From an optimization exercise on the open Yosys and OpenROAD flow, aimed at small area and a short achievable clock period; shortcuts taken in it are not production practice. RTL that was checked went through simulation tests only; none was proved equivalent to the original. For runs 1, 3 and 4, only the layout was checked, not whether the RTL still works. No activity file was given, so power comes from the tool's default toggle rates.

### run.sh
#!/bin/bash
# synth_recipe.tcl (not shown) runs the flow's synth.tcl, then flattens the netlist and writes it again
# the make line also repeats each setting of config.mk as NAME=value (left out here)
make -C /OpenROAD-flow-scripts/flow DESIGN_CONFIG=/design/flow/config.mk WORK_HOME=/design/flow/orfs CLKGATE_MAP_FILE= SYNTH_SCRIPT=/design/flow/synth_recipe.tcl finish
### config.mk
export PLATFORM = sky130hd
export DESIGN_NAME = cpuTop
export DESIGN_NICKNAME = cpuTop
export VERILOG_FILES = /design/flow/design.v
export SDC_FILE = /design/flow/constraint.sdc
export NUM_CORES = 4
export LEC_CHECK = 0
export CAP_MARGIN = 20
export CORE_MARGIN = 2
export CORE_UTILIZATION = 55
export SETUP_SLACK_MARGIN = 2.5
export SLEW_MARGIN = 20
export SYNTH_HIERARCHICAL = 1
### constraint.sdc
create_clock -name core_clock -period 10.5 [get_ports {clk}]
set_input_delay 2.1000 -clock core_clock [delete_from_list [all_inputs] [get_ports {clk}]]
set_output_delay 2.1000 -clock core_clock [all_outputs]
set_load 0.01 [all_outputs]
### design.v
package cpuPkg;
	localparam int dataWidth = 16;  
	localparam int addrWidth = 10;  
	localparam int regAddrWidth = 5;  
	localparam int opcodeWidth = 6;
	typedef logic [dataWidth-1:0] word_t;
	typedef logic [addrWidth-1:0] addr_t;
	typedef logic [regAddrWidth-1:0] regAddr_t;
	localparam logic [opcodeWidth-1:0]
		opNop = 6'h00, opLw = 6'h01, opSw = 6'h02, opMv = 6'h03, opBgz = 6'h04,
		opBez = 6'h05, opJmp = 6'h06, opSlt = 6'h09, opSlti = 6'h0a, opSeq = 6'h0b,
		opSeqi = 6'h0c, opLim = 6'h0d, opSl = 6'h0e, opSr = 6'h0f, opAdd = 6'h10,
		opSub = 6'h11, opAddi = 6'h15, opSubi = 6'h16, opNot = 6'h1a, opXor = 6'h1b,
		opOr = 6'h1c, opAnd = 6'h1d, opLwr = 6'h1e, opSwr = 6'h1f, opSi = 6'h20,
		opSli = 6'h21, opSri = 6'h22;
	typedef enum logic [1:0] {wrNone = 2'd0, wrR1 = 2'd1, wrRB = 2'd2, wrRA = 2'd3} wrSel_t;
	typedef enum logic [1:0] {bImm = 2'd0, bRam = 2'd1, bIn = 2'd2} bSrc_t;
	localparam logic [3:0] ttAnd = 4'b1000, ttOr = 4'b1110, ttXor = 4'b0110,
		ttNotA = 4'b0011, ttA = 4'b1100, ttB = 4'b1010;
	typedef struct packed {
		wrSel_t wrSel;
		logic bReg;  
		bSrc_t bSrc;  
		logic immLong;  
		logic sub;  
		logic shRight;  
		logic [3:0] tt;  
		logic selLogic;
		logic selSum;
		logic selShl;
		logic selShr;
		logic selLt;
		logic selNe;
	} ctrl_t;
endpackage
`timescale 1ns/1ns
import cpuPkg::*;
module alu (
	input cpuPkg::ctrl_t ctrl,
	input cpuPkg::word_t a,
	input cpuPkg::word_t b,
	output cpuPkg::word_t result
);
	logic [16:0] sum;
	cpuPkg::word_t bits;  
	cpuPkg::word_t shIn;
	cpuPkg::word_t shl;
	cpuPkg::word_t shr;
	logic lt;
	logic ne;
	assign sum = {1'b0, a} + {1'b0, b ^ {16{ctrl.sub}}} + {16'd0, ctrl.sub};
	assign lt = ~sum[16];  
	always_comb begin
		for (int i = 0; i < 16; i++) begin
			bits[i] = ctrl.tt[{a[i], b[i]}];
		end
	end
	assign ne = |bits;  
	always_comb begin
		for (int i = 0; i < 16; i++) begin
			shIn[i] = ctrl.shRight ? a[15-i] : a[i];
		end
	end
	assign shl = shIn << b[3:0];
	always_comb begin
		for (int i = 0; i < 16; i++) begin
			shr[i] = shl[15-i];
		end
	end
	always_comb begin
		result = (bits & {16{ctrl.selLogic}}) | (sum[15:0] & {16{ctrl.selSum}})
			| (shl & {16{ctrl.selShl}}) | (shr & {16{ctrl.selShr}});
		result[0] = result[0] | (lt & ctrl.selLt) | (ne & ctrl.selNe);
	end
endmodule
`timescale 1ns/1ns
import cpuPkg::*;
module ctrlUnit (
	input logic [5:0] opcode,
	input logic rstN,
	output cpuPkg::ctrl_t ctrl,
	output logic ramWe,
	output logic isJmp,
	output logic isBgz,
	output logic isBez
);
	always_comb begin
		ctrl = '0;
		ctrl.bReg = 1'b1;
		case (opcode)
			opLw: begin ctrl.wrSel = wrR1; ctrl.bReg = 1'b0; ctrl.bSrc = bRam; ctrl.tt = ttB; ctrl.selLogic = 1'b1; end
			opMv: begin ctrl.wrSel = wrRB; ctrl.tt = ttA; ctrl.selLogic = 1'b1; end
			opSlt: begin ctrl.wrSel = wrR1; ctrl.sub = 1'b1; ctrl.selLt = 1'b1; end
			opSlti: begin ctrl.wrSel = wrR1; ctrl.bReg = 1'b0; ctrl.sub = 1'b1; ctrl.selLt = 1'b1; end
			opSeq: begin ctrl.wrSel = wrR1; ctrl.tt = ttXor; ctrl.selNe = 1'b1; end
			opSeqi: begin ctrl.wrSel = wrR1; ctrl.bReg = 1'b0; ctrl.tt = ttXor; ctrl.selNe = 1'b1; end
			opLim: begin ctrl.wrSel = wrR1; ctrl.bReg = 1'b0; ctrl.immLong = 1'b1; ctrl.tt = ttB; ctrl.selLogic = 1'b1; end
			opSl: begin ctrl.wrSel = wrR1; ctrl.selShl = 1'b1; end
			opSr: begin ctrl.wrSel = wrR1; ctrl.shRight = 1'b1; ctrl.selShr = 1'b1; end
			opAdd: begin ctrl.wrSel = wrR1; ctrl.selSum = 1'b1; end
			opSub: begin ctrl.wrSel = wrR1; ctrl.sub = 1'b1; ctrl.selSum = 1'b1; end
			opAddi: begin ctrl.wrSel = wrR1; ctrl.bReg = 1'b0; ctrl.selSum = 1'b1; end
			opSubi: begin ctrl.wrSel = wrR1; ctrl.bReg = 1'b0; ctrl.sub = 1'b1; ctrl.selSum = 1'b1; end
			opNot: begin ctrl.wrSel = wrRB; ctrl.tt = ttNotA; ctrl.selLogic = 1'b1; end
			opXor: begin ctrl.wrSel = wrR1; ctrl.tt = ttXor; ctrl.selLogic = 1'b1; end
			opOr: begin ctrl.wrSel = wrR1; ctrl.tt = ttOr; ctrl.selLogic = 1'b1; end
			opAnd: begin ctrl.wrSel = wrR1; ctrl.tt = ttAnd; ctrl.selLogic = 1'b1; end
			opLwr: begin ctrl.wrSel = wrRB; ctrl.bReg = 1'b0; ctrl.bSrc = bRam; ctrl.tt = ttB; ctrl.selLogic = 1'b1; end
			opSi: begin ctrl.wrSel = wrRA; ctrl.bReg = 1'b0; ctrl.bSrc = bIn; ctrl.tt = ttB; ctrl.selLogic = 1'b1; end
			opSli: begin ctrl.wrSel = wrR1; ctrl.bReg = 1'b0; ctrl.selShl = 1'b1; end
			opSri: begin ctrl.wrSel = wrR1; ctrl.bReg = 1'b0; ctrl.shRight = 1'b1; ctrl.selShr = 1'b1; end
			default: ;
		endcase
		if (!rstN) begin
			ctrl.wrSel = wrNone;
			ctrl.selLogic = 1'b0;
			ctrl.selSum = 1'b0;
			ctrl.selShl = 1'b0;
			ctrl.selShr = 1'b0;
			ctrl.selLt = 1'b0;
			ctrl.selNe = 1'b0;
		end
	end
	assign ramWe = rstN & ((opcode == opSw) | (opcode == opSwr));  
	assign isJmp = (opcode == opJmp);
	assign isBgz = (opcode == opBgz);
	assign isBez = (opcode == opBez);
endmodule
`timescale 1ns/1ns
import cpuPkg::*;
module progCounter (
	input logic clk,
	input logic rstN,
	input logic branch,  
	input cpuPkg::addr_t target,
	output cpuPkg::addr_t pc
);
	always_ff @(posedge clk) begin
		if (!rstN) begin
			pc <= '0;
		end else if (branch) begin
			pc <= target;
		end else begin
			pc <= pc + 1'b1;  
		end
	end
endmodule
`timescale 1ns/1ns
import cpuPkg::*;
module regDecode (
	input cpuPkg::regAddr_t idx,
	output logic [31:0] hot
);
	always_comb begin
		for (int i = 0; i < 32; i++) begin
			hot[i] = (idx == 5'(i));
		end
	end
endmodule
module readTerm3 (
	input logic d0, s0, d1, s1, d2, s2,
	output logic yN
);
	assign yN = ~((d0 & s0) | (d1 & s1) | (d2 & s2));
endmodule
module readTerm2 (
	input logic d0, s0, d1, s1,
	output logic yN
);
	assign yN = ~((d0 & s0) | (d1 & s1));
endmodule
module readJoin (
	input logic [10:0] tN,
	output logic y
);
	assign y = ~(&tN);
endmodule
module readBit (
	input logic [31:0] d,
	input logic [31:0] hot,
	output logic y
);
	logic [10:0] tN;
	for (genvar k = 0; k < 10; k++) begin : gTerm
		readTerm3 uTerm (
			.d0(d[3*k]), .s0(hot[3*k]),
			.d1(d[3*k+1]), .s1(hot[3*k+1]),
			.d2(d[3*k+2]), .s2(hot[3*k+2]),
			.yN(tN[k])
		);
	end
	readTerm2 uTerm2 (.d0(d[30]), .s0(hot[30]), .d1(d[31]), .s1(hot[31]), .yN(tN[10]));
	readJoin uJoin (.tN(tN), .y(y));
endmodule
module regFile (
	input logic clk,
	input logic rstN,
	input cpuPkg::wrSel_t wrSel,
	input cpuPkg::regAddr_t fieldA,
	input cpuPkg::regAddr_t fieldB,
	input cpuPkg::word_t wData,
	output cpuPkg::word_t rdA,  
	output cpuPkg::word_t rdB,  
	output cpuPkg::word_t r1
);
	cpuPkg::word_t regs [32];
	logic [31:0] hotA;
	logic [31:0] hotB;
	cpuPkg::word_t wDataG;
	logic [31:0] load;
	regDecode uDecA (.idx(fieldA), .hot(hotA));
	regDecode uDecB (.idx(fieldB), .hot(hotB));
	assign wDataG = wData;  
	always_comb begin
		for (int i = 0; i < 32; i++) begin
			case (wrSel)
				wrR1: load[i] = (i == 1);
				wrRB: load[i] = hotB[i];
				wrRA: load[i] = hotA[i];
				default: load[i] = 1'b0;
			endcase
			load[i] = load[i] | !rstN;
		end
	end
	always_ff @(posedge clk) begin
		for (int i = 0; i < 32; i++) begin
			if (load[i]) regs[i] <= wDataG;
		end
	end
	for (genvar b = 0; b < 16; b++) begin : gRead
		logic [31:0] col;
		for (genvar i = 0; i < 32; i++) begin : gCol
			assign col[i] = regs[i][b];
		end
		readBit uReadA (.d(col), .hot(hotA), .y(rdA[b]));
		readBit uReadB (.d(col), .hot(hotB), .y(rdB[b]));
	end
	assign r1 = regs[1];
endmodule
`timescale 1ns/1ns
import cpuPkg::*;
module operandSel (
	input logic [5:0] opcode,
	input cpuPkg::ctrl_t ctrl,
	input cpuPkg::addr_t operand,
	input cpuPkg::word_t rdA,
	input cpuPkg::word_t rdB,
	input cpuPkg::word_t r1,
	input cpuPkg::word_t ramRData,
	input cpuPkg::word_t inBus,
	output cpuPkg::word_t aluB,
	output cpuPkg::addr_t ramAddr,
	output cpuPkg::word_t ramWData
);
	cpuPkg::word_t other;  
	always_comb begin
		case (ctrl.bSrc)
			bRam: other = ramRData;  
			bIn: other = inBus;  
			default: other = {6'd0, operand[9:5] & {5{ctrl.immLong}}, operand[4:0]};  
		endcase
	end
	assign aluB = ctrl.bReg ? rdB : other;
	always_comb begin
		if (!opcode[4]) begin
			ramAddr = operand;  
		end else if (opcode[0]) begin
			ramAddr = rdB[9:0];  
		end else begin
			ramAddr = rdA[9:0];  
		end
	end
	assign ramWData = opcode[0] ? rdA : r1;
endmodule
`timescale 1ns/1ns
import cpuPkg::*;
module cpuTop (
	input logic clk,
	input logic rstN,
	input logic [15:0] instr,  
	input cpuPkg::word_t inBus,
	input cpuPkg::word_t ramRData,
	output cpuPkg::addr_t pc,
	output cpuPkg::addr_t ramAddr,
	output cpuPkg::word_t ramWData,
	output logic ramWe  
);
	logic [5:0] opcode;
	cpuPkg::addr_t operand;
	cpuPkg::ctrl_t ctrl;
	logic isJmp, isBgz, isBez;
	logic r1Zero, branch;
	cpuPkg::word_t rdA, rdB, r1, aluB, result;
	assign opcode = instr[15:10];
	assign operand = instr[9:0];
	ctrlUnit uCtrl (
		.opcode(opcode),
		.rstN(rstN),
		.ctrl(ctrl),
		.ramWe(ramWe),
		.isJmp(isJmp),
		.isBgz(isBgz),
		.isBez(isBez)
	);
	regFile uRegs (
		.clk(clk),
		.rstN(rstN),
		.wrSel(ctrl.wrSel),
		.fieldA(operand[9:5]),
		.fieldB(operand[4:0]),
		.wData(result),
		.rdA(rdA),
		.rdB(rdB),
		.r1(r1)
	);
	operandSel uSel (
		.opcode(opcode),
		.ctrl(ctrl),
		.operand(operand),
		.rdA(rdA),
		.rdB(rdB),
		.r1(r1),
		.ramRData(ramRData),
		.inBus(inBus),
		.aluB(aluB),
		.ramAddr(ramAddr),
		.ramWData(ramWData)
	);
	alu uAlu (
		.ctrl(ctrl),
		.a(rdA),
		.b(aluB),
		.result(result)
	);
	assign r1Zero = (r1 == '0);
	assign branch = isJmp | (isBgz & ~r1Zero) | (isBez & r1Zero);
	progCounter uPc (
		.clk(clk),
		.rstN(rstN),
		.branch(branch),
		.target(operand),
		.pc(pc)
	);
endmodule
==> flow_summary.yaml, run 1 <==
logic_synthesis:
  yosys.area.top_type: "edfxtp_1"
  synth_top_area_share: 0.607
  synthArstFlopShare: 0
  netlist_instances: 1731
  yosys_most_used_dff: "edfxtp_1"
  synth_area_leaders: "edfxtp_1 (61%), a222oi_1 (13%), mux4_2 (2.3%), mux2i_1 (2.1%), nand4_1 (1.7%)"
  yosysSeqAreaShare: 0.615
  netlist_area_sq_mm: 0.0253
  yosysUniqueCellTypes: 77
  syn_nets: 1808
  synth-seq-cells: 522
  synth_edf_count: 512
  syn_avg_cell_area_sq_um: 14.6
  synth.most_common_cell: "edfxtp_1"
  synthTopCellsByCount: "edfxtp_1 (512), a222oi_1 (324), nor2_1 (101), nand4_1 (67), nand2_1 (64)"
  yosys_warnings: 13
timing:
  drv_slew: 0
  hold_violations: 0
  worst_slack_ns: 2.47
  rsz0062_at_grt: "false"
  tightest_slew_ns: 1.04
  timing.fmax_mhz: 124
  fin_hold_ws_ns: 0.518
  layout_worst_path_cycle_share: 0.765
  skew_ns: 0.0346
  relSlewSlack: 0.303
  setup_viol: 0
  setup-tns-final_ns: 0
  min_period_ns: 8.03
grt:
  gr-total-overflow: 0
  grt_pass1_vias: 18900
  grt_pass1_wl_mm: 136
  grt_max_degree: 51
  grt.total_usage: 0.401
  antenna_found_initial: 8
clocking:
  cts_tree: "built"
  htree_levels: 2
  cts.path.max_buffers: 3
  clk_pin_slew_ns: 0.06
  clock-sinks: 522
  numCtsBuffers: 53
  cts_root_buf: "clkbuf_16"
  clk_latency_ns: 0.62
run_status:
  outcome: "timing/DRC/antenna clean"
worst_setup_path:
  cp-start-kind: "input pin"
  crit_path_end_kind: "primary output"
  critPathSlowestCell: "nor2_2"
  slowest_delay_ns: 0.77
  crit_type: "input pin to primary output"
  crit_chain: "dlygate4sd2_1, nand3b_1, nor2_2, a222oi_1, nand4_1, or3_1, buf_4, mux2i_1, a21oi_1, clkdlybuf4s50_1"
  arrival_ns: 5.93
  path_max_fanout: 17
  required_ns: 8.40
cells_and_area:
  drive_gt1_frac: 0.181
  finalNetCount: 2013
  n_antenna_cell: 0
  syn2layout_area_growth_pct: 16.5
place:
  pre_cts_ws_ns: 1.79
  routabilityCongestion: 0.996
  io_buffer_count: 86
  dp_hpwl_mm: 64.9
route:
  vias: 20500
  routed_wl_mm: 96.8
  post_drt_wl_per_cell_um: 37.5
  avgViaCountPerCell: 7.97
  drc: 0
  drt_iter0_drc: 5384
  first_pass_iters: 12
  ant_nets: 0
floorplan:
  ios: 87
  dieArea_sq_mm: 0.0478
  die_h_um: 219
  num_rows: 78
  die_w_um: 219
  start_util: 0.558
  fp.coreArea_sq_mm: 0.0454
flow_run:
  drv_cap: 0
worst_hold_path:
  hold_class: "register to register"
power:
  irDropWorstVdd_v: 0.000167
  powerDensity_mw_per_mm2: 178
  leakage_nw: 10.3
[routing by layer]
layer / vias to the layer above / GRT usage / wire length, um
li1: 8310 / - / -
met3: 222 / 0.130 / 15800
met2: 1825 / 0.567 / 41400
met5: - / 0 / 97
met1: 10200 / 0.564 / 34700
met4: 14 / 0.181 / 4780
[state kept, by name, indices dropped and copies added (netlist names)]
| signal | flops |
|---|---|
| uRegs.regs | 512 |
| uPc.pc | 10 |
[final cells by class]
cell class                 instances  area [sq um]
clock buffer                      60          1350
clock inverter                    37           405
fill                            3353         15900
inverter                          18          67.6
multi-input combinational       1130          9530
sequential                       522         15600
tap                              600           751
timing repair buffer             211          1810
[modules after synthesis (local to each module, per instance), a selection]
module / cells inside / cell area, sq um
regFile: 588 / 16000
alu: 287 / 2490
operandSel: 123 / 891
ctrlUnit: 93 / 609
progCounter: 58 / 502
regDecode: 47 / 221
cpuTop: 8 / 55.1
readJoin: 4 / 23.8
readTerm2: 1 / 12.5
readTerm3: 1 / 10.0
[kinds of logic (layout without fill, tap and decap cells)]
family,count (synthesis),after routing,share of synthesized area
compound gates,565,565,0.198
fa+ha+maj,27,27,0.0136
buf+inv,79,326,0.0177
simple gates,398,398,0.0838
mux,108,108,0.0607
xor+xnor,32,32,0.0111
flops,522,522,0.615
[what timing repair did]
action | in CTS | in global routing
buffers inserted | 3 | 4
setup endpoints to repair | 56 | 151
resized for setup | 28 | 19
hold buffers | 0 | 0
pin swaps | 12 | 12
[final timing paths]
| path | startpoint | to | slack [ns] | depth (start not counted) |
|---|---|---|---|---|
| worst max-delay path | instr[6] | ramAddr[7] | 2.47 | 10 |
| worst min-delay path | uPc.pc[9] | uPc.pc[9] | 0.52 | 2 |
| worst max register to register | uRegs.regs[12][3] | uRegs.regs[1][8] | 4.81 | 15 |
| worst min register to register | uPc.pc[9] | uPc.pc[9] | 0.52 | 2 |
[per-stage QoR]
stage                     total power, mW  cells  cell area, sq um   util
final                                5.24   2578             29500  0.650
after detailed placement             3.32   2474             27500  0.606
after global placement               3.31   2474             27500  0.606
after global routing                 5.38   2578             29500  0.650
after CTS                            5.21   2574             29400  0.648
after floorplan                      2.97   1731             25300      -
[worst max-delay path: cells and delay by family]
family	cells	cell delay, ns
buf+inv	3	1.43
simple gates	4	1.61
mux	1	0.10
compound gates	2	0.67
[placed cells by master, fill, tap and decap left out, drive strengths merged, types with 47 or more instances in the layout]
cell type      instances
clkdlybuf4s50         72
nand2                 64
nor2                 101
o21ai                 73
a222oi               324
mux2i                 54
nand4                 68
a22oi                 47
buf                  126
nand3                 48
edfxtp               512
clkbuf                61
[power breakdown]
part,leakage (nW),switching (mW),internal (mW)
logic,4.05,0.533,0.278
registers,5.36,0.0756,2.44
clock network,0.840,0.816,1.10
total,10.3,1.42,3.82
==> inputs of run 2 (changes only) <==
--- a/design.v
+++ b/design.v
@@ -111,15 +111,7 @@
 			opSri: begin ctrl.wrSel = wrR1; ctrl.bReg = 1'b0; ctrl.shRight = 1'b1; ctrl.selShr = 1'b1; end
 			default: ;
 		endcase
-		if (!rstN) begin
-			ctrl.wrSel = wrNone;
-			ctrl.selLogic = 1'b0;
-			ctrl.selSum = 1'b0;
-			ctrl.selShl = 1'b0;
-			ctrl.selShr = 1'b0;
-			ctrl.selLt = 1'b0;
-			ctrl.selNe = 1'b0;
-		end
+		if (!rstN) ctrl.wrSel = wrNone;
 	end
 	assign ramWe = rstN & ((opcode == opSw) | (opcode == opSwr));  
 	assign isJmp = (opcode == opJmp);
@@ -206,11 +198,11 @@
 	cpuPkg::word_t regs [32];
 	logic [31:0] hotA;
 	logic [31:0] hotB;
-	cpuPkg::word_t wDataG;
+	cpuPkg::word_t wDataG;  
 	logic [31:0] load;
 	regDecode uDecA (.idx(fieldA), .hot(hotA));
 	regDecode uDecB (.idx(fieldB), .hot(hotB));
-	assign wDataG = wData;  
+	assign wDataG = wData & {16{rstN}};
 	always_comb begin
 		for (int i = 0; i < 32; i++) begin
 			case (wrSel)
--- a/config.mk
+++ b/config.mk
@@ -7,7 +7,7 @@
 export LEC_CHECK = 0
 export CAP_MARGIN = 20
 export CORE_MARGIN = 2
-export CORE_UTILIZATION = 55
-export SETUP_SLACK_MARGIN = 2.5
+export CORE_UTILIZATION = 40
+export SETUP_SLACK_MARGIN = 0.3
 export SLEW_MARGIN = 20
 export SYNTH_HIERARCHICAL = 1
==> run 2 against run 1 <==
  * Still clean on timing, DRC and antenna
  * Synthesized area up 0.74%
  * Non-clock buffer count is 2 higher
  * Sequential cell count is the same
  * Power fell by 2.4%
  * Critical path type unchanged
==> flow_summary.yaml, run 2 <==
run_status:
  outcome: "timing/DRC/antenna clean"
floorplan:
  die_h_um: 257
  die_w_um: 257
  start_util: 0.404
  ios: 87
  num_rows: 92
  dieArea_sq_mm: 0.0658
  fp.coreArea_sq_mm: 0.0631
clocking:
  hold_buffers: 0
  cts_root_buf: "clkbuf_16"
  cts.path.max_buffers: 3
  htree_levels: 2
  clock-sinks: 522
  ctsResizeCount: 0
  clk_pin_slew_ns: 0.06
  postCtsSetupBuffers: 0
  cts_tree: "built"
  numCtsBuffers: 53
  clk_latency_ns: 0.62
timing:
  skew_ns: 0.0236
  worst_slack_ns: 2.33
  rsz0062_at_grt: "false"
  tightest_slew_ns: 1.04
  drv_slew: 0
  timing.fmax_mhz: 122
  setup_viol: 0
  layout_worst_path_cycle_share: 0.778
  setup-tns-final_ns: 0
  min_period_ns: 8.17
  hold_violations: 0
  relSlewSlack: 0.304
grt:
  antenna_found_initial: 3
  grt_max_degree: 62
  grt_pass1_wl_mm: 134
  grt_pass1_vias: 18900
  gr-total-overflow: 0
  grt.total_usage: 0.276
place:
  pre_cts_ws_ns: 2.12
  routabilityCongestion: 1.01
  io_buffer_count: 86
  dp_hpwl_mm: 66.2
route:
  avgViaCountPerCell: 7.10
  routed_wl_mm: 94.2
  drt_iter0_drc: 4197
  ant_nets: 0
  vias: 20200
  first_pass_iters: 15
  post_drt_wl_per_cell_um: 33.2
  drc: 0
logic_synthesis:
  yosys_most_used_dff: "edfxtp_1"
  synth-seq-cells: 522
  yosys_warnings: 13
  synthArstFlopShare: 0
  synth_top_area_share: 0.603
  yosys.area.top_type: "edfxtp_1"
  syn_nets: 1821
  yosysSeqAreaShare: 0.611
  synthTopCellsByCount: "edfxtp_1 (512), a222oi_1 (325), nor2_1 (98), nand4_1 (67), nand2_1 (56)"
  netlist_instances: 1744
  synth.most_common_cell: "edfxtp_1"
  synth_area_leaders: "edfxtp_1 (60%), a222oi_1 (13%), mux2i_1 (2.0%), mux4_2 (1.9%), nand4_1 (1.6%)"
  netlist_area_sq_mm: 0.0255
  syn_avg_cell_area_sq_um: 14.6
  synth_edf_count: 512
  yosysUniqueCellTypes: 83
power:
  total_power_mw: 5.12
  p_int_mw: 3.72
  irDropWorstVdd_v: 0.000119
  p_sw_frac: 0.272
  p_switching_mw: 1.39
  powerDensity_mw_per_mm2: 173
  leakage_nw: 10.3
  power.share.clock: 0.356
  pwr-share-seq: 0.491
  power_frac_comb: 0.153
cells_and_area:
  largest_reg_flops: 512
  final_common_cell: "edfxtp_1"
  syn2layout_area_growth_pct: 16.1
  fillers: 5650
  fin_util: 0.470
  regMostFlops: "uRegs.regs"
  finalNetCount: 2024
  reg_top3: "uRegs.regs (512), uPc.pc (10)"
  drive_gt1_frac: 0.163
  mostFrequentLayoutCells: "edfxtp_1 (512), a222oi_1 (325), buf_4 (127)"
worst_setup_path:
  crit_path_end_kind: "primary output"
  crit_type: "input pin to primary output"
  crit_buf_inv: 3
  slowest_delay_ns: 0.73
  rr_worst_depth: 16
  required_ns: 8.40
  critPathSlowestCell: "or3_1"
  cp.depth: 9
  crit_family: "simple AND/OR/NAND/NOR gates"
  path_max_fanout: 17
  arrival_ns: 6.07
  cp-start-kind: "input pin"
  path_common_cell: "clkdlybuf4s50_1"
  crit_chain: "clkdlybuf4s50_1, nand2_1, nor2_1, buf_4, a222oi_1, nand4_1, or3_1, mux2_2, clkdlybuf4s50_1"
flow_run:
  drv_cap: 0
worst_hold_path:
  hold_path_depth: 2
  hold_class: "register to register"
[run 2: cell types whose count changed after synthesis, sizes merged, moves of 3 or more]
cell and delta:
buf +4, a21o +3, o21ai -3, a32oi -3, nand2 -8, and2 +17, a211oi +4, nor3b -3
[run 2: kinds of logic (layout without fill, tap and decap cells)]
logic type	Yosys count	in the layout	share of synthesized area
fa+ha+maj	27	27	0.0135
flops	522	522	0.611
xor+xnor	33	33	0.0113
compound gates	566	566	0.197
simple gates	406	406	0.0857
mux	108	108	0.0605
other cells	0	3	0
buf+inv	82	330	0.0212
[run 2: power groups by stage]
stage	sequential, mW	combinational, mW	clock, mW
floorplan	2.53	0.453	0
global placement	2.54	0.765	0
detailed placement	2.55	0.761	0
CTS	2.51	0.764	1.85
global route	2.52	0.815	1.93
finish	2.51	0.783	1.82
[run 2: Yosys stat by module, one instance, submodules excluded, a selection]
module / times used / flip-flops and latches
cpuTop: 1 / 0
readTerm2: 32 / 0
operandSel: 1 / 0
ctrlUnit: 1 / 0
readJoin: 32 / 0
alu: 1 / 0
readTerm3: 320 / 0
regFile: 1 / 512
progCounter: 1 / 10
regDecode: 2 / 0
[run 2: final timing paths]
| path | endpoint | from | slack (ns) |
|---|---|---|---|
| worst max register to register | uRegs.regs[6][0] | uRegs.regs[12][1] | 5.19 |
| worst max-delay path | ramWData[4] | instr[9] | 2.33 |
| worst min-delay path | uPc.pc[9] | uPc.pc[9] | 0.52 |
| worst min register to register | uPc.pc[9] | uPc.pc[9] | 0.52 |
[run 2: worst min-delay path, delay by kind of cell, from the launching register on]
family	cells	cell delay, ns
DFF	1	0.33
AOI/OAI and AO/OA	2	0.14
[run 2: per-stage QoR]
stage          hold WS [ns]  std cells  area [sq um]
2_1_floorplan         0.513       1744         25500
3_3_place_gp          0.518       2737         27900
3_5_place_dp          0.523       2737         27900
4_1_cts               0.531       2837         29600
5_1_grt               0.569       2838         29600
6_report              0.519       2841         29600
[run 2: routing by layer]
| layer | wire length [um] | vias up | global-route usage |
|---|---|---|---|
| met2 | 42000 | 1530 | 0.418 |
| li1 | - | 8345 | - |
| met1 | 36700 | 10100 | 0.386 |
| met3 | 11500 | 188 | 0.0625 |
| met5 | 11 | - | 0 |
| met4 | 4030 | 2 | 0.108 |
[run 2: area by class of cell]
class / instances / area, sq um / share of cell area
flip-flops and latches: 522 / 15600 / 0.526
well taps: 846 / 1060 / 0.0357
clock buffers: 72 / 1440 / 0.0486
inverters: 17 / 63.8 / 0.00215
diodes: 3 / 7.51 / 0.000253
multi-input cells: 1140 / 9430 / 0.318
repair buffers: 213 / 1810 / 0.0611
clock inverters: 28 / 233 / 0.00786
==> inputs of run 3 (changes only) <==
--- a/design.v
+++ b/design.v
@@ -111,7 +111,15 @@
 			opSri: begin ctrl.wrSel = wrR1; ctrl.bReg = 1'b0; ctrl.shRight = 1'b1; ctrl.selShr = 1'b1; end
 			default: ;
 		endcase
-		if (!rstN) ctrl.wrSel = wrNone;
+		if (!rstN) begin
+			ctrl.wrSel = wrNone;
+			ctrl.selLogic = 1'b0;
+			ctrl.selSum = 1'b0;
+			ctrl.selShl = 1'b0;
+			ctrl.selShr = 1'b0;
+			ctrl.selLt = 1'b0;
+			ctrl.selNe = 1'b0;
+		end
 	end
 	assign ramWe = rstN & ((opcode == opSw) | (opcode == opSwr));  
 	assign isJmp = (opcode == opJmp);
@@ -198,11 +206,11 @@
 	cpuPkg::word_t regs [32];
 	logic [31:0] hotA;
 	logic [31:0] hotB;
-	cpuPkg::word_t wDataG;  
+	cpuPkg::word_t wDataG;
 	logic [31:0] load;
 	regDecode uDecA (.idx(fieldA), .hot(hotA));
 	regDecode uDecB (.idx(fieldB), .hot(hotB));
-	assign wDataG = wData & {16{rstN}};
+	assign wDataG = wData;  
 	always_comb begin
 		for (int i = 0; i < 32; i++) begin
 			case (wrSel)
==> flow/run.sh (new file) <==
#!/bin/bash
# The standard layout, except that the ports get plain buffers (buf_2) and
# timing repair may not use delay cells. Synthesis runs unchanged first.
set -euo pipefail

PLATFORM_DONT_USE="sky130_fd_sc_hd__probe_p_8 sky130_fd_sc_hd__probec_p_8 sky130_fd_sc_hd__lpflow_bleeder_1 sky130_fd_sc_hd__lpflow_clkbufkapwr_1 sky130_fd_sc_hd__lpflow_clkbufkapwr_16 sky130_fd_sc_hd__lpflow_clkbufkapwr_2 sky130_fd_sc_hd__lpflow_clkbufkapwr_4 sky130_fd_sc_hd__lpflow_clkbufkapwr_8 sky130_fd_sc_hd__lpflow_clkinvkapwr_1 sky130_fd_sc_hd__lpflow_clkinvkapwr_16 sky130_fd_sc_hd__lpflow_clkinvkapwr_2 sky130_fd_sc_hd__lpflow_clkinvkapwr_4 sky130_fd_sc_hd__lpflow_clkinvkapwr_8 sky130_fd_sc_hd__lpflow_decapkapwr_12 sky130_fd_sc_hd__lpflow_decapkapwr_3 sky130_fd_sc_hd__lpflow_decapkapwr_4 sky130_fd_sc_hd__lpflow_decapkapwr_6 sky130_fd_sc_hd__lpflow_decapkapwr_8 sky130_fd_sc_hd__lpflow_inputiso0n_1 sky130_fd_sc_hd__lpflow_inputiso0p_1 sky130_fd_sc_hd__lpflow_inputiso1n_1 sky130_fd_sc_hd__lpflow_inputiso1p_1 sky130_fd_sc_hd__lpflow_inputisolatch_1 sky130_fd_sc_hd__lpflow_isobufsrc_1 sky130_fd_sc_hd__lpflow_isobufsrc_16 sky130_fd_sc_hd__lpflow_isobufsrc_2 sky130_fd_sc_hd__lpflow_isobufsrc_4 sky130_fd_sc_hd__lpflow_isobufsrc_8 sky130_fd_sc_hd__lpflow_isobufsrckapwr_16 sky130_fd_sc_hd__lpflow_lsbuf_lh_hl_isowell_tap_1 sky130_fd_sc_hd__lpflow_lsbuf_lh_hl_isowell_tap_2 sky130_fd_sc_hd__lpflow_lsbuf_lh_hl_isowell_tap_4 sky130_fd_sc_hd__lpflow_lsbuf_lh_isowell_4 sky130_fd_sc_hd__lpflow_lsbuf_lh_isowell_tap_1 sky130_fd_sc_hd__lpflow_lsbuf_lh_isowell_tap_2 sky130_fd_sc_hd__lpflow_lsbuf_lh_isowell_tap_4"
DELAY_CELLS="sky130_fd_sc_hd__clkdlybuf4s15_1 sky130_fd_sc_hd__clkdlybuf4s15_2 sky130_fd_sc_hd__clkdlybuf4s18_1 sky130_fd_sc_hd__clkdlybuf4s18_2 sky130_fd_sc_hd__clkdlybuf4s25_1 sky130_fd_sc_hd__clkdlybuf4s25_2 sky130_fd_sc_hd__clkdlybuf4s50_1 sky130_fd_sc_hd__clkdlybuf4s50_2 sky130_fd_sc_hd__dlygate4sd1_1 sky130_fd_sc_hd__dlygate4sd2_1 sky130_fd_sc_hd__dlygate4sd3_1 sky130_fd_sc_hd__dlymetal6s2s_1 sky130_fd_sc_hd__dlymetal6s4s_1 sky130_fd_sc_hd__dlymetal6s6s_1"

bash standard.sh synth > run_synth.log 2>&1
bash standard.sh "DONT_USE_CELLS=$PLATFORM_DONT_USE $DELAY_CELLS" \
	"BUFFER_PORTS_ARGS=-buffer_cell sky130_fd_sc_hd__buf_2" finish > run_layout.log 2>&1
==> standard.sh (new file) <==
#!/bin/bash
# synth_recipe.tcl (not shown) runs the flow's synth.tcl, then flattens the netlist and writes it again
# the make line also repeats each setting of config.mk as NAME=value (left out here)
make -C /OpenROAD-flow-scripts/flow DESIGN_CONFIG=/design/flow/config.mk WORK_HOME=/design/flow/orfs CLKGATE_MAP_FILE= SYNTH_SCRIPT=/design/flow/synth_recipe.tcl "${@:-finish}"
--- a/config.mk
+++ b/config.mk
@@ -7,7 +7,7 @@
 export LEC_CHECK = 0
 export CAP_MARGIN = 20
 export CORE_MARGIN = 2
-export CORE_UTILIZATION = 40
-export SETUP_SLACK_MARGIN = 0.3
+export CORE_UTILIZATION = 55
+export SETUP_SLACK_MARGIN = 2.5
 export SLEW_MARGIN = 20
 export SYNTH_HIERARCHICAL = 1
removed: run.sh
==> run 3 against run 2 <==
  * Via count is 4.4% higher
  * Highest routed layer unchanged
  * Largest cell class unchanged
  * Still clean
  * Final cell count is 9.0% lower
  * First-iteration DRC count is 54% higher
==> flow_summary.yaml, run 3 <==
floorplan:
  start_util: 0.558
  fp.coreArea_sq_mm: 0.0454
  die_w_um: 219
  ios: 87
  dieArea_sq_mm: 0.0478
  die_h_um: 219
  num_rows: 78
route:
  drt_iter0_drc: 6476
  vias: 21100
  first_pass_iters: 14
  avgViaCountPerCell: 8.15
  ant_nets: 0
  post_drt_wl_per_cell_um: 38.8
  drc: 0
  routed_wl_mm: 100
logic_synthesis:
  yosys.area.top_type: "edfxtp_1"
  syn_nets: 1808
  synth_area_leaders: "edfxtp_1 (61%), a222oi_1 (13%), mux4_2 (2.3%), mux2i_1 (2.1%), nand4_1 (1.7%)"
  yosysUniqueCellTypes: 77
  netlist_area_sq_mm: 0.0253
  synth.most_common_cell: "edfxtp_1"
  yosys_warnings: 13
  synth_edf_count: 512
  synth-seq-cells: 522
  syn_avg_cell_area_sq_um: 14.6
  synthArstFlopShare: 0
  yosysSeqAreaShare: 0.615
  netlist_instances: 1731
  yosys_most_used_dff: "edfxtp_1"
  synth_top_area_share: 0.607
  synthTopCellsByCount: "edfxtp_1 (512), a222oi_1 (324), nor2_1 (101), nand4_1 (67), nand2_1 (64)"
timing:
  rsz0062_at_grt: "false"
  fin_hold_ws_ns: 0.517
  relSlewSlack: 0.167
  drv_slew: 0
  setup-tns-final_ns: 0
  setup_viol: 0
  min_period_ns: 8.09
  hold_violations: 0
  timing.fmax_mhz: 124
  tightest_slew_ns: 1.25
  layout_worst_path_cycle_share: 0.771
  skew_ns: 0.0598
  worst_slack_ns: 2.41
power:
  irDropWorstVdd_v: 0.000152
  leakage_nw: 9.98
  total_power_mw: 5.21
  powerDensity_mw_per_mm2: 182
worst_setup_path:
  path_common_cell: "buf_2"
  path_max_fanout: 11
  regToRegSetupSlack_ns: 5.21
  crit_path_end_kind: "primary output"
  slowest_delay_ns: 0.79
  arrival_ns: 5.99
  crit_type: "input pin to primary output"
  regToRegStartpoint: "uRegs.regs[24][2]"
  cp-start-kind: "input pin"
  crit_chain: "buf_2, or3b_4, nor2_1, buf_1, a222oi_1, nand3_1, or3_1, mux2i_1, a21oi_1, buf_2"
  rr_worst_depth: 14
  required_ns: 8.40
  r2r-end: "uRegs.regs[9][5]"
  critPathSlowestCell: "nor2_1"
clocking:
  clk_latency_ns: 0.63
  cts_tree: "built"
  clk_pin_slew_ns: 0.06
  postCtsSetupBuffers: 0
  clock-sinks: 522
  numCtsBuffers: 52
  htree_levels: 2
  cts.path.max_buffers: 3
  cts_root_buf: "clkbuf_16"
worst_hold_path:
  hp-start: "uPc.pc[9]"
  hold_class: "register to register"
  hold_end: "uPc.pc[9]"
  hold_path_depth: 2
place:
  io_buffer_count: 86
  pre_cts_ws_ns: 1.89
  dp.cells: 2487
  dp_hpwl_mm: 69.1
  routabilityCongestion: 0.996
  dpl_cell_area_sq_mm: 0.0268
cells_and_area:
  finalNetCount: 2019
  fin_util: 0.630
  regMostFlops: "uRegs.regs"
  stdcell_area_sq_mm: 0.0286
  reg_top3: "uRegs.regs (512), uPc.pc (10)"
  syn2layout_area_growth_pct: 12.9
  mostFrequentLayoutCells: "edfxtp_1 (512), a222oi_1 (324), buf_2 (129)"
  final_common_cell: "edfxtp_1"
  largest_reg_flops: 512
  drive_gt1_frac: 0.183
  finalNonFillerCells: 2585
grt:
  grt_max_degree: 42
  gr-total-overflow: 0
  antenna_found_initial: 13
  grt_pass1_vias: 19700
  grt_pass1_wl_mm: 140
  grt.total_usage: 0.416
run_status:
  outcome: "timing/DRC/antenna clean"
flow_run:
  drv_cap: 0
==> run 3: cell type report <==
type / count / area, sq um
multi-input combinational: 1130 / 9400
clock inverter: 37 / 407
tap: 600 / 751
timing repair buffer: 218 / 1030
sequential: 522 / 15600
clock buffer: 59 / 1350
fill: 3424 / 16800
antenna: 1 / 2.50
inverter: 18 / 67.6
==> run 3: routing by layer <==
metal | up-vias | routed length [um] | GRT usage
met5 | - | 67 | 0
met4 | 10 | 6390 | 0.217
met3 | 349 | 16100 | 0.114
met2 | 2043 | 43100 | 0.615
met1 | 10300 | 34600 | 0.562
li1 | 8334 | - | -
==> run 3: Yosys stat by module (local to each module, per instance), excerpt <==
module / cells inside / flops+latches / cell area [sq um]
ctrlUnit: 93 / 0 / 609
regDecode: 47 / 0 / 221
readTerm3: 1 / 0 / 10.0
cpuTop: 8 / 0 / 55.1
regFile: 588 / 512 / 16000
alu: 287 / 0 / 2490
readTerm2: 1 / 0 / 12.5
readJoin: 4 / 0 / 23.8
progCounter: 58 / 10 / 502
operandSel: 123 / 0 / 891
==> run 3: worst max path at each step <==
stage	cells past startpoint	end	from	slack [ns]
2_1_floorplan	16	uRegs.regs[0][9]	instr[0]	3.21
3_3_place_gp	19	uRegs.regs[30][8]	instr[10]	2.02
3_5_place_dp	19	uRegs.regs[30][8]	instr[10]	1.89
4_1_cts	19	uRegs.regs[24][8]	instr[10]	2.50
5_1_grt	10	ramAddr[8]	instr[8]	2.51
6_report	10	ramAddr[6]	instr[8]	2.41
==> run 3: worst max-delay path, delay by kind of cell <==
kind | cells | cell delay, ns
AOI/OAI and AO/OA | 2 | 0.47
buffers and inverters | 3 | 0.96
muxes | 1 | 0.26
and+or+nand+nor | 4 | 2.18
==> run 3: power by group <==
part	total, mW	switching (mW)	internal (mW)
combinational	0.771	0.543	0.228
clock	1.91	0.793	1.12
sequential	2.52	0.0829	2.44
==> run 3: what timing repair did <==
action / 4_1_cts / 5_1_grt
resized for setup: 1 / 7
endpoints found under the setup margin: 11 / 248
hold buffers: 0 / 0
==> run 3: kinds of logic after synthesis <==
family,count (synthesis),synth area share
compound gates,565,0.198
flops,522,0.615
simple gates,398,0.0838
mux,108,0.0607
buf+inv,79,0.0177
xor+xnor,32,0.0111
fa+ha+maj,27,0.0136
==> inputs of run 4 (changes only) <==
--- a/design.v
+++ b/design.v
@@ -14,13 +14,14 @@
 		opOr = 6'h1c, opAnd = 6'h1d, opLwr = 6'h1e, opSwr = 6'h1f, opSi = 6'h20,
 		opSli = 6'h21, opSri = 6'h22;
 	typedef enum logic [1:0] {wrNone = 2'd0, wrR1 = 2'd1, wrRB = 2'd2, wrRA = 2'd3} wrSel_t;
-	typedef enum logic [1:0] {bImm = 2'd0, bRam = 2'd1, bIn = 2'd2} bSrc_t;
 	localparam logic [3:0] ttAnd = 4'b1000, ttOr = 4'b1110, ttXor = 4'b0110,
 		ttNotA = 4'b0011, ttA = 4'b1100, ttB = 4'b1010;
 	typedef struct packed {
 		wrSel_t wrSel;
 		logic bReg;  
-		bSrc_t bSrc;  
+		logic bRam;  
+		logic bIn;  
+		logic bImm;  
 		logic immLong;  
 		logic sub;  
 		logic shRight;  
@@ -84,43 +85,44 @@
 	output logic isBgz,
 	output logic isBez
 );
+	logic [5:0] op;
+	logic selLogic, selSum, selShl, selShr, selLt, selNe;
+	assign op = opcode;
 	always_comb begin
-		ctrl = '0;
-		ctrl.bReg = 1'b1;
 		case (opcode)
-			opLw: begin ctrl.wrSel = wrR1; ctrl.bReg = 1'b0; ctrl.bSrc = bRam; ctrl.tt = ttB; ctrl.selLogic = 1'b1; end
-			opMv: begin ctrl.wrSel = wrRB; ctrl.tt = ttA; ctrl.selLogic = 1'b1; end
-			opSlt: begin ctrl.wrSel = wrR1; ctrl.sub = 1'b1; ctrl.selLt = 1'b1; end
-			opSlti: begin ctrl.wrSel = wrR1; ctrl.bReg = 1'b0; ctrl.sub = 1'b1; ctrl.selLt = 1'b1; end
-			opSeq: begin ctrl.wrSel = wrR1; ctrl.tt = ttXor; ctrl.selNe = 1'b1; end
-			opSeqi: begin ctrl.wrSel = wrR1; ctrl.bReg = 1'b0; ctrl.tt = ttXor; ctrl.selNe = 1'b1; end
-			opLim: begin ctrl.wrSel = wrR1; ctrl.bReg = 1'b0; ctrl.immLong = 1'b1; ctrl.tt = ttB; ctrl.selLogic = 1'b1; end
-			opSl: begin ctrl.wrSel = wrR1; ctrl.selShl = 1'b1; end
-			opSr: begin ctrl.wrSel = wrR1; ctrl.shRight = 1'b1; ctrl.selShr = 1'b1; end
-			opAdd: begin ctrl.wrSel = wrR1; ctrl.selSum = 1'b1; end
-			opSub: begin ctrl.wrSel = wrR1; ctrl.sub = 1'b1; ctrl.selSum = 1'b1; end
-			opAddi: begin ctrl.wrSel = wrR1; ctrl.bReg = 1'b0; ctrl.selSum = 1'b1; end
-			opSubi: begin ctrl.wrSel = wrR1; ctrl.bReg = 1'b0; ctrl.sub = 1'b1; ctrl.selSum = 1'b1; end
-			opNot: begin ctrl.wrSel = wrRB; ctrl.tt = ttNotA; ctrl.selLogic = 1'b1; end
-			opXor: begin ctrl.wrSel = wrR1; ctrl.tt = ttXor; ctrl.selLogic = 1'b1; end
-			opOr: begin ctrl.wrSel = wrR1; ctrl.tt = ttOr; ctrl.selLogic = 1'b1; end
-			opAnd: begin ctrl.wrSel = wrR1; ctrl.tt = ttAnd; ctrl.selLogic = 1'b1; end
-			opLwr: begin ctrl.wrSel = wrRB; ctrl.bReg = 1'b0; ctrl.bSrc = bRam; ctrl.tt = ttB; ctrl.selLogic = 1'b1; end
-			opSi: begin ctrl.wrSel = wrRA; ctrl.bReg = 1'b0; ctrl.bSrc = bIn; ctrl.tt = ttB; ctrl.selLogic = 1'b1; end
-			opSli: begin ctrl.wrSel = wrR1; ctrl.bReg = 1'b0; ctrl.selShl = 1'b1; end
-			opSri: begin ctrl.wrSel = wrR1; ctrl.bReg = 1'b0; ctrl.shRight = 1'b1; ctrl.selShr = 1'b1; end
-			default: ;
+			opLw, opSlt, opSlti, opSeq, opSeqi, opLim, opSl, opSr, opAdd, opSub,
+			opAddi, opSubi, opXor, opOr, opAnd, opSli, opSri: ctrl.wrSel = wrR1;
+			opMv, opNot, opLwr: ctrl.wrSel = wrRB;
+			opSi: ctrl.wrSel = wrRA;
+			default: ctrl.wrSel = wrNone;
 		endcase
-		if (!rstN) begin
-			ctrl.wrSel = wrNone;
-			ctrl.selLogic = 1'b0;
-			ctrl.selSum = 1'b0;
-			ctrl.selShl = 1'b0;
-			ctrl.selShr = 1'b0;
-			ctrl.selLt = 1'b0;
-			ctrl.selNe = 1'b0;
-		end
+		if (!rstN) ctrl.wrSel = wrNone;
 	end
+	assign ctrl.bReg = (~op[4] & op[2] & op[1]) | (op[4] & op[3] & ~op[1])
+		| (op[4] & ~op[2]) | (op[3] & ~op[2] & op[0]);
+	assign ctrl.bRam = (~op[5] & ~op[4] & ~op[3]) | (op[4] & op[3]);
+	assign ctrl.bIn = op[5] & ~op[1] & ~op[0];
+	assign ctrl.bImm = 1'b0;  
+	assign ctrl.immLong = ~op[4] & op[0];  
+	assign ctrl.sub = (~op[2] & op[0]) | op[1];  
+	assign ctrl.shRight = (~op[5] & op[0]) | (op[5] & op[1]);  
+	assign ctrl.tt[0] = ~op[5] & ~op[2] & ~op[0];
+	assign ctrl.tt[1] = (~op[4] & ~op[1]) | (op[3] & ~op[2]) | ~op[0];
+	assign ctrl.tt[2] = (~op[5] & ~op[1] & ~op[0]) | (op[1] & op[0]);
+	assign ctrl.tt[3] = (op[4] & op[2]) | ~op[3] | (op[2] & op[0]);
+	assign selLogic = (~op[5] & ~op[4] & ~op[3]) | (op[5] & ~op[1] & ~op[0])
+		| (~op[4] & op[2] & ~op[1] & op[0]) | (op[4] & op[3]);
+	assign selSum = op[4] & ~op[3];
+	assign selShl = (op[5] & op[0]) | (~op[4] & op[2] & op[1] & ~op[0]);
+	assign selShr = (op[5] & op[1]) | (op[2] & op[1] & op[0]);
+	assign selLt = (~op[5] & ~op[4] & ~op[2] & ~op[0]) | (op[3] & ~op[2] & ~op[1]);
+	assign selNe = (~op[5] & ~op[4] & ~op[1] & ~op[0]) | (~op[4] & op[3] & ~op[2] & op[1] & op[0]);
+	assign ctrl.selLogic = selLogic & rstN;
+	assign ctrl.selSum = selSum & rstN;
+	assign ctrl.selShl = selShl & rstN;
+	assign ctrl.selShr = selShr & rstN;
+	assign ctrl.selLt = selLt & rstN;
+	assign ctrl.selNe = selNe & rstN;
 	assign ramWe = rstN & ((opcode == opSw) | (opcode == opSwr));  
 	assign isJmp = (opcode == opJmp);
 	assign isBgz = (opcode == opBgz);
@@ -254,11 +256,13 @@
 );
 	cpuPkg::word_t other;  
 	always_comb begin
-		case (ctrl.bSrc)
-			bRam: other = ramRData;  
-			bIn: other = inBus;  
-			default: other = {6'd0, operand[9:5] & {5{ctrl.immLong}}, operand[4:0]};  
-		endcase
+		if (ctrl.bRam) begin
+			other = ramRData;  
+		end else if (ctrl.bIn) begin
+			other = inBus;  
+		end else begin
+			other = {6'd0, operand[9:5] & {5{ctrl.immLong}}, operand[4:0]};  
+		end
 	end
 	assign aluB = ctrl.bReg ? rdB : other;
 	always_comb begin
==> run 4 against run 3 <==
  * Fmax grew 0.19%
  * Via count shrank 1.4%
  * Synthesized cell count shrank 0.92%
  * Sequential cell count is the same
  * Utilization shrank 0.14 points
  * Sequential power grew 28%
  * Clock-buffer cell count grew 5
  * Power grew 27%
  * Final cell count shrank 0.74%
  * Die area shrank 0.65%
  * Setup slack gained 0.015 ns
  * Register-to-register slack lost 0.49 ns
  * Critical path type unchanged
  * Highest routed layer unchanged
==> flow_summary.yaml, run 4 <==
worst_setup_path:
  cp-start-kind: "input pin"
  critPathLaunch: "instr[4]"
  crit_path_end_kind: "primary output"
  rr_worst_depth: 14
  required_ns: 8.40
  slowest_delay_ns: 0.78
  critPathSlowestCell: "a222oi_1"
  path_max_fanout: 11
  arrival_ns: 5.98
  r2r-end: "uRegs.regs[27][9]"
  regToRegSetupSlack_ns: 4.72
  path_common_cell: "buf_2"
  crit_chain: "buf_2, nand2b_1, nor2_1, buf_1, a222oi_1, nand4_1, or3_1, mux2i_1, a21oi_1, buf_2"
  crit_type: "input pin to primary output"
  crit_end: "ramAddr[7]"
  regToRegStartpoint: "uRegs.regs[3][6]"
cells_and_area:
  mostFrequentLayoutCells: "edfxtp_1 (512), a222oi_1 (327), buf_2 (121)"
  final_common_cell: "edfxtp_1"
  drive_gt1_frac: 0.183
  largest_reg_flops: 512
  finalNetCount: 1992
  regMostFlops: "uRegs.regs"
  syn2layout_area_growth_pct: 13.2
  fin_util: 0.628
  reg_top3: "uRegs.regs (512), uPc.pc (10)"
timing:
  setup-tns-final_ns: 0
  drv_slew: 0
  relSlewSlack: 0.118
  rsz0062_at_grt: "false"
  timing.fmax_mhz: 124
  hold_violations: 0
  min_period_ns: 8.08
  tightest_slew_ns: 1.32
  skew_ns: 0.0202
  layout_worst_path_cycle_share: 0.769
  setup_viol: 0
floorplan:
  fp.coreArea_sq_mm: 0.0453
  die_h_um: 218
  ios: 87
  dieArea_sq_mm: 0.0475
  die_w_um: 218
  start_util: 0.555
  num_rows: 78
route:
  drt_iter0_drc: 5724
  vias: 20800
  first_pass_iters: 13
  ant_nets: 0
  route.met3.wl_mm: 14.7
  wl_met2_mm: 43.9
  drc: 0
  post_drt_wl_per_cell_um: 38.9
  avgViaCountPerCell: 8.09
  routed.top_layer: "met5"
  wl_met1_mm: 34.5
  routed_wl_mm: 99.8
clocking:
  cts_tree: "built"
  hold_buffers: 0
  clock-sinks: 522
  postCtsSetupBuffers: 0
  cts.path.max_buffers: 3
  htree_levels: 2
  cts_root_buf: "clkbuf_16"
  clk_pin_slew_ns: 0.06
  numCtsBuffers: 53
  clk_latency_ns: 0.63
flow_run:
  drv_cap: 0
power:
  irDropWorstVdd_v: 0.000169
  powerDensity_mw_per_mm2: 232
  power.share.clock: 0.296
  p_sw_frac: 0.321
  leakage_nw: 9.84
  pwr-share-seq: 0.489
  p_int_mw: 4.48
  p_switching_mw: 2.11
  power_frac_comb: 0.215
logic_synthesis:
  yosys_warnings: 30
  netlist_instances: 1715
  syn_avg_cell_area_sq_um: 14.7
  netlist_area_sq_mm: 0.0251
  syn_nets: 1790
grt:
  gr-total-overflow: 0
  grt_pass1_wl_mm: 139
  grt_pass1_vias: 19200
  antenna_found_initial: 12
  grt_max_degree: 41
  grt.total_usage: 0.416
worst_hold_path:
  hold_class: "register to register"
place:
  routabilityCongestion: 1.02
  io_buffer_count: 86
  dp_hpwl_mm: 68.6
run_status:
  outcome: "timing/DRC/antenna clean"
-- run 4: area by class of cell --
class	instances	area, sq um
Antenna cell	5	12.5
Clock buffer	64	1370
Clock inverter	35	418
Fill cell	3465	16800
Inverter	24	90.1
Multi-Input combinational cell	1112	9300
Sequential cell	522	15600
Tap cell	600	751
Timing Repair Buffer	204	947
-- run 4: worst max-delay path, delay by kind of cell --
family / cells / cell delay (ns)
compound gates: 2 / 0.95
buf+inv: 3 / 0.72
simple gates: 4 / 1.97
mux: 1 / 0.21
-- run 4: per-stage QoR --
step | power (mW) | hold WS [ns] | instances | cell area (sq um) | worst slack (ns)
2_1_floorplan | 3.92 | 0.513 | 1715 | 25100 | 3.13
4_1_cts | 6.51 | 0.530 | 2561 | 28400 | 2.52
3_5_place_dp | 4.59 | 0.522 | 2462 | 26600 | 1.79
6_report | 6.59 | 0.545 | 2566 | 28500 | 2.42
5_1_grt | 6.75 | 0.544 | 2561 | 28400 | 2.53
3_3_place_gp | 4.57 | 0.487 | 2461 | 26600 | 1.90
-- run 4: worst min path at each step --
stage | from | to | slack [ns] | depth (start not counted)
floorplan | uPc.pc[9] | uPc.pc[9] | 0.51 | 2
global placement | uPc.pc[9] | uPc.pc[9] | 0.49 | 2
detailed placement | uPc.pc[9] | uPc.pc[9] | 0.52 | 2
CTS | uPc.pc[9] | uPc.pc[9] | 0.53 | 2
global route | uPc.pc[9] | uPc.pc[9] | 0.54 | 2
finish | uPc.pc[9] | uPc.pc[9] | 0.55 | 2
-- run 4: per-layer routing --
layer	global-route usage	vias up
li1	-	8210
met2	0.620	1977
met3	0.114	379
met4	0.237	6
met1	0.553	10200
met5	0	-
-- run 4: power groups by stage --
stage | registers (mW) | clock network, mW | logic (mW)
floorplan | 3.15 | 0 | 0.765
global placement | 3.23 | 0 | 1.34
detailed placement | 3.24 | 0 | 1.35
CTS | 3.21 | 1.96 | 1.35
global route | 3.26 | 2.04 | 1.45
finish | 3.22 | 1.95 | 1.42
-- run 4: timing repair --
item	in CTS	in global routing
gates cloned	0	0
gates resized for setup	1	8
endpoints found under the setup margin	19	121
==> inputs of run 5 (changes only) <==
--- a/design.v
+++ b/design.v
@@ -99,7 +99,7 @@
 		if (!rstN) ctrl.wrSel = wrNone;
 	end
 	assign ctrl.bReg = (~op[4] & op[2] & op[1]) | (op[4] & op[3] & ~op[1])
-		| (op[4] & ~op[2]) | (op[3] & ~op[2] & op[0]);
+		| (op[4] & ~op[2]) | (op[3] & ~op[2] & ~op[1]) | (op[1] & op[0]);
 	assign ctrl.bRam = (~op[5] & ~op[4] & ~op[3]) | (op[4] & op[3]);
 	assign ctrl.bIn = op[5] & ~op[1] & ~op[0];
 	assign ctrl.bImm = 1'b0;  
@@ -171,15 +171,38 @@
 );
 	assign yN = ~((d0 & s0) | (d1 & s1));
 endmodule
+module readGroup4 (
+	input logic [3:0] tN,
+	output logic p
+);
+	assign p = ~(&tN);
+endmodule
+module readGroup3 (
+	input logic [2:0] tN,
+	output logic p
+);
+	assign p = ~(&tN);
+endmodule
 module readJoin (
-	input logic [10:0] tN,
+	input logic [2:0] p,
+	output logic y
+);
+	assign y = |p;
+endmodule
+module readJoinB (
+	input logic [2:0] p,
+	input logic bReg,
+	input logic other,  
 	output logic y
 );
-	assign y = ~(&tN);
+	assign y = ((|p) & bReg) | other;
 endmodule
-module readBit (
+module readBit #(parameter bit portB = 1'b0) (
 	input logic [31:0] d,
 	input logic [31:0] hot,
+	input logic bReg,
+	input logic other,
+	output logic [2:0] p,
 	output logic y
 );
 	logic [10:0] tN;
@@ -192,17 +215,28 @@
 		);
 	end
 	readTerm2 uTerm2 (.d0(d[30]), .s0(hot[30]), .d1(d[31]), .s1(hot[31]), .yN(tN[10]));
-	readJoin uJoin (.tN(tN), .y(y));
+	readGroup4 uGroup0 (.tN(tN[3:0]), .p(p[0]));
+	readGroup4 uGroup1 (.tN(tN[7:4]), .p(p[1]));
+	readGroup3 uGroup2 (.tN(tN[10:8]), .p(p[2]));
+	if (portB) begin : gB
+		readJoinB uJoin (.p(p), .bReg(bReg), .other(other), .y(y));
+	end else begin : gA
+		readJoin uJoin (.p(p), .y(y));
+	end
 endmodule
 module regFile (
 	input logic clk,
 	input logic rstN,
 	input cpuPkg::wrSel_t wrSel,
+	input logic bReg,  
+	input cpuPkg::word_t otherB,  
 	input cpuPkg::regAddr_t fieldA,
 	input cpuPkg::regAddr_t fieldB,
 	input cpuPkg::word_t wData,
 	output cpuPkg::word_t rdA,  
 	output cpuPkg::word_t rdB,  
+	output logic [15:0][2:0] pA,  
+	output logic [15:0][2:0] pB,  
 	output cpuPkg::word_t r1
 );
 	cpuPkg::word_t regs [32];
@@ -234,23 +268,47 @@
 		for (genvar i = 0; i < 32; i++) begin : gCol
 			assign col[i] = regs[i][b];
 		end
-		readBit uReadA (.d(col), .hot(hotA), .y(rdA[b]));
-		readBit uReadB (.d(col), .hot(hotB), .y(rdB[b]));
+		readBit #(.portB(1'b0)) uReadA (
+			.d(col), .hot(hotA), .bReg(1'b0), .other(1'b0), .p(pA[b]), .y(rdA[b])
+		);
+		readBit #(.portB(1'b1)) uReadB (
+			.d(col), .hot(hotB), .bReg(bReg), .other(otherB[b]), .p(pB[b]), .y(rdB[b])
+		);
 	end
 	assign r1 = regs[1];
 endmodule
 `timescale 1ns/1ns
 import cpuPkg::*;
+module addrBit (
+	input logic [2:0] pA,
+	input logic [2:0] pB,
+	input logic selA,
+	input logic selB,
+	input logic selI,
+	input logic imm,
+	output logic y
+);
+	assign y = (selA & (|pA)) | (selB & (|pB)) | (selI & imm);
+endmodule
+module wDataBit (
+	input logic [2:0] pA,
+	input logic selA,
+	input logic selR1,
+	input logic r1,
+	output logic y
+);
+	assign y = (selA & (|pA)) | (selR1 & r1);
+endmodule
 module operandSel (
 	input logic [5:0] opcode,
 	input cpuPkg::ctrl_t ctrl,
 	input cpuPkg::addr_t operand,
-	input cpuPkg::word_t rdA,
-	input cpuPkg::word_t rdB,
+	input logic [15:0][2:0] pA,
+	input logic [15:0][2:0] pB,
 	input cpuPkg::word_t r1,
 	input cpuPkg::word_t ramRData,
 	input cpuPkg::word_t inBus,
-	output cpuPkg::word_t aluB,
+	output cpuPkg::word_t otherB,  
 	output cpuPkg::addr_t ramAddr,
 	output cpuPkg::word_t ramWData
 );
@@ -264,17 +322,26 @@
 			other = {6'd0, operand[9:5] & {5{ctrl.immLong}}, operand[4:0]};  
 		end
 	end
-	assign aluB = ctrl.bReg ? rdB : other;
-	always_comb begin
-		if (!opcode[4]) begin
-			ramAddr = operand;  
-		end else if (opcode[0]) begin
-			ramAddr = rdB[9:0];  
-		end else begin
-			ramAddr = rdA[9:0];  
-		end
+	assign otherB = other & {16{~ctrl.bReg}};
+	for (genvar b = 0; b < 10; b++) begin : gAddr
+		addrBit uAddr (
+			.pA(pA[b]), .pB(pB[b]),
+			.selA(opcode[4] & ~opcode[0]),  
+			.selB(opcode[4] & opcode[0]),  
+			.selI(~opcode[4]),  
+			.imm(operand[b]),
+			.y(ramAddr[b])
+		);
+	end
+	for (genvar b = 0; b < 16; b++) begin : gWData
+		wDataBit uWData (
+			.pA(pA[b]),
+			.selA(opcode[0]),
+			.selR1(~opcode[0]),
+			.r1(r1[b]),
+			.y(ramWData[b])
+		);
 	end
-	assign ramWData = opcode[0] ? rdA : r1;
 endmodule
 `timescale 1ns/1ns
 import cpuPkg::*;
@@ -294,7 +361,8 @@
 	cpuPkg::ctrl_t ctrl;
 	logic isJmp, isBgz, isBez;
 	logic r1Zero, branch;
-	cpuPkg::word_t rdA, rdB, r1, aluB, result;
+	cpuPkg::word_t rdA, rdB, r1, otherB, result;
+	logic [15:0][2:0] pA, pB;
 	assign opcode = instr[15:10];
 	assign operand = instr[9:0];
 	ctrlUnit uCtrl (
@@ -310,30 +378,34 @@
 		.clk(clk),
 		.rstN(rstN),
 		.wrSel(ctrl.wrSel),
+		.bReg(ctrl.bReg),
+		.otherB(otherB),
 		.fieldA(operand[9:5]),
 		.fieldB(operand[4:0]),
 		.wData(result),
 		.rdA(rdA),
 		.rdB(rdB),
+		.pA(pA),
+		.pB(pB),
 		.r1(r1)
 	);
 	operandSel uSel (
 		.opcode(opcode),
 		.ctrl(ctrl),
 		.operand(operand),
-		.rdA(rdA),
-		.rdB(rdB),
+		.pA(pA),
+		.pB(pB),
 		.r1(r1),
 		.ramRData(ramRData),
 		.inBus(inBus),
-		.aluB(aluB),
+		.otherB(otherB),
 		.ramAddr(ramAddr),
 		.ramWData(ramWData)
 	);
 	alu uAlu (
 		.ctrl(ctrl),
 		.a(rdA),
-		.b(aluB),
+		.b(rdB),
 		.result(result)
 	);
 	assign r1Zero = (r1 == '0);
--- a/config.mk
+++ b/config.mk
@@ -7,7 +7,8 @@
 export LEC_CHECK = 0
 export CAP_MARGIN = 20
 export CORE_MARGIN = 2
-export CORE_UTILIZATION = 55
-export SETUP_SLACK_MARGIN = 2.5
+export CORE_UTILIZATION = 45
+export SETUP_SLACK_MARGIN = 4.0
 export SLEW_MARGIN = 20
 export SYNTH_HIERARCHICAL = 1
+export TNS_END_PERCENT = 5
==> run 5 against run 4 <==
  * Sequential cell count unchanged
  * Highest routed layer is now met4
  * Via count increased by 3.6%
  * Clock-buffer cell count fell by 1
  * Utilization shrank 8.9 points
  * Power rose by 3.9%
  * Hold slack lost 0.046 ns
  * Critical endpoint is now ramAddr[2]
  * Routed wire length is 4.4% higher
  * Critical path type unchanged
  * Synthesized cell count rose by 3.6%
  * Register-to-register slack better by 1.1 ns
  * Clock power shrank 4%
==> flow_summary.yaml, run 5 <==
clocking:
  cts_tree: "built"
  numCtsBuffers: 53
  clock-sinks: 522
  clk_pin_slew_ns: 0.07
  htree_levels: 2
  cts.path.max_buffers: 3
  clk_latency_ns: 0.64
  cts_root_buf: "clkbuf_16"
route:
  drc: 0
  first_pass_iters: 14
  post_drt_wl_per_cell_um: 36.7
  ant_nets: 0
  drt_iter0_drc: 5422
  vias: 21500
  routed_wl_mm: 104
  avgViaCountPerCell: 7.58
place:
  io_buffer_count: 86
  dpl_cell_area_sq_mm: 0.0270
  dp_hpwl_mm: 70.8
  routabilityCongestion: 1.02
logic_synthesis:
  netlist_instances: 1777
  netlist_area_sq_mm: 0.0253
  syn_avg_cell_area_sq_um: 14.3
  syn_nets: 1852
  yosys_warnings: 30
power:
  powerDensity_mw_per_mm2: 229
  irDropWorstVdd_v: 0.000129
  leakage_nw: 10.4
worst_setup_path:
  r2r-end: "uRegs.regs[16][14]"
  crit_path_end_kind: "primary output"
  path_max_fanout: 17
  cp-start-kind: "input pin"
  required_ns: 8.40
  arrival_ns: 4.72
  rr_worst_depth: 13
  critPathLaunch: "instr[4]"
  regToRegStartpoint: "uRegs.regs[21][0]"
  crit_type: "input pin to primary output"
  regToRegSetupSlack_ns: 5.83
grt:
  grt.total_usage: 0.353
  gr-total-overflow: 0
  grt_pass1_vias: 20300
  grt_pass1_wl_mm: 146
  antenna_found_initial: 0
  grt_max_degree: 33
worst_hold_path:
  hp-start: "uPc.pc[9]"
  hold_end: "uPc.pc[9]"
  hold_path_depth: 2
  hold_class: "register to register"
flow_run:
  drv_cap: 0
cells_and_area:
  largest_reg_flops: 512
  reg_top3: "uRegs.regs (512), uPc.pc (10)"
  fin_util: 0.539
  n_antenna_cell: 0
  mostFrequentLayoutCells: "edfxtp_1 (512), a222oi_1 (325), buf_2 (144)"
  finalNetCount: 2127
  stdcell_area_sq_mm: 0.0299
  drive_gt1_frac: 0.223
  seqCellArea_sq_mm: 0.0156
  syn2layout_area_growth_pct: 17.9
  final_common_cell: "edfxtp_1"
  regMostFlops: "uRegs.regs"
  multi_input_area_sq_mm: 0.0100
  fillers: 4555
timing:
  setup_viol: 0
  drv_slew: 0
  timing.fmax_mhz: 147
  setup-tns-final_ns: 0
  skew_ns: 0.0420
  fin_hold_ws_ns: 0.499
  layout_worst_path_cycle_share: 0.650
  hold_violations: 0
  min_period_ns: 6.82
  relSlewSlack: 0.163
  tightest_slew_ns: 1.25
  rsz0062_at_grt: "true"
floorplan:
  die_h_um: 241
  dieArea_sq_mm: 0.0582
  num_rows: 86
  start_util: 0.457
  ios: 87
  fp.coreArea_sq_mm: 0.0554
  die_w_um: 241
run_status:
  outcome: "timing/DRC/antenna clean"
-- run 5: cell count changes in the layout (fill, tap and decap cells not counted), moves of 10 or more --
cell | before | now
buf_2 | 121 | 144
nor4_1 | 8 | 23
buf_6 | 1 | 28
buf_4 | 5 | 16
mux2i_1 | 66 | 50
o31ai_1 | 4 | 35
nand2_1 | 54 | 87
mux2_2 | 29 | 7
nor2_4 | 0 | 35
or3_1 | 34 | 8
or3_4 | 0 | 10
-- run 5: per-stage QoR --
step	std cells	worst slack, ns	power, mW
CTS	2823	3.89	6.75
floorplan	1777	3.65	4.10
detailed placement	2671	2.29	4.79
global route	2840	3.72	7.04
global placement	2671	2.18	4.76
finish	2840	3.68	6.85
-- run 5: layer usage --
metal,global-route usage,wire length (um)
met4,0.188,6660
met1,0.458,36500
met5,0,0
met2,0.531,45300
met3,0.110,15800
-- run 5: worst max path at each step --
stage	endpoint	slack [ns]	depth (start not counted)
after floorplan	uRegs.regs[0][10]	3.65	17
after CTS	ramWData[15]	3.89	10
after global routing	ramAddr[3]	3.72	10
after detailed placement	uRegs.regs[23][15]	2.29	15
after global placement	uRegs.regs[21][15]	2.18	15
final	ramAddr[2]	3.68	10
-- run 5: area by class of cell --
cell class | count | area share
flip-flops and latches | 522 | 0.521
multi-input cells | 1176 | 0.335
repair buffers | 272 | 0.0519
clock buffers | 63 | 0.0456
well taps | 748 | 0.0313
clock inverters | 32 | 0.0114
inverters | 27 | 0.00339
-- run 5: power by group --
group	leakage, nW	total (mW)	switching (mW)	internal [mW]
Clock	0.825	1.88	0.828	1.06
Sequential	5.32	3.34	0.305	3.03
Combinational	4.23	1.62	1.14	0.484
Total	10.4	6.85	2.27	4.57
-- run 5: what timing repair did --
action / 4_1_cts / 5_1_grt
setup buffers: 55 / 16
pin swaps: 37 / 12
resized for setup: 134 / 32
hold buffers: 0 / 0
cloned: 2 / 0
endpoints found under the setup margin: 538 / 662
-- run 5: critical path, stage by stage --
cell	delay, ns
buf_2	0.21
nand2b_4	0.29
nor2_1	0.08
buf_2	0.30
a222oi_1	0.58
nand4_1	0.14
buf_2	0.21
o31ai_1	0.39
nand3_1	0.20
buf_2	0.19

## port drivers added, routing unchanged
No port has a modelled driver above. Below, the same layouts with a new extraction and two added sets of constraints.
Step 1 assumes that a clkbuf_16 drives the clock port and a buf_2 every other input.
Step 2, shift: input delay + t, output delay - t, t = (earliest + latest rising clock arrival at the registers) / 2. This alone moves slack from input paths to output paths.
a / b / c = ideal ports / drivers / drivers and shift; a / b = the first two.
| run | t, ns | setup slack, ns |
|---|---|---|
| run 1 | 0.666 | 2.466 / 2.445 / 2.128 |
| run 2 | 0.667 | 2.328 / 2.299 / 2.024 |
| run 3 | 0.666 | 2.407 / 2.383 / 2.109 |
| run 4 | 0.685 | 2.422 / 2.395 / 1.922 |
| run 5 | 0.681 | 3.677 / 3.646 / 3.177 |
After both steps setup and hold are still met in every run listed.
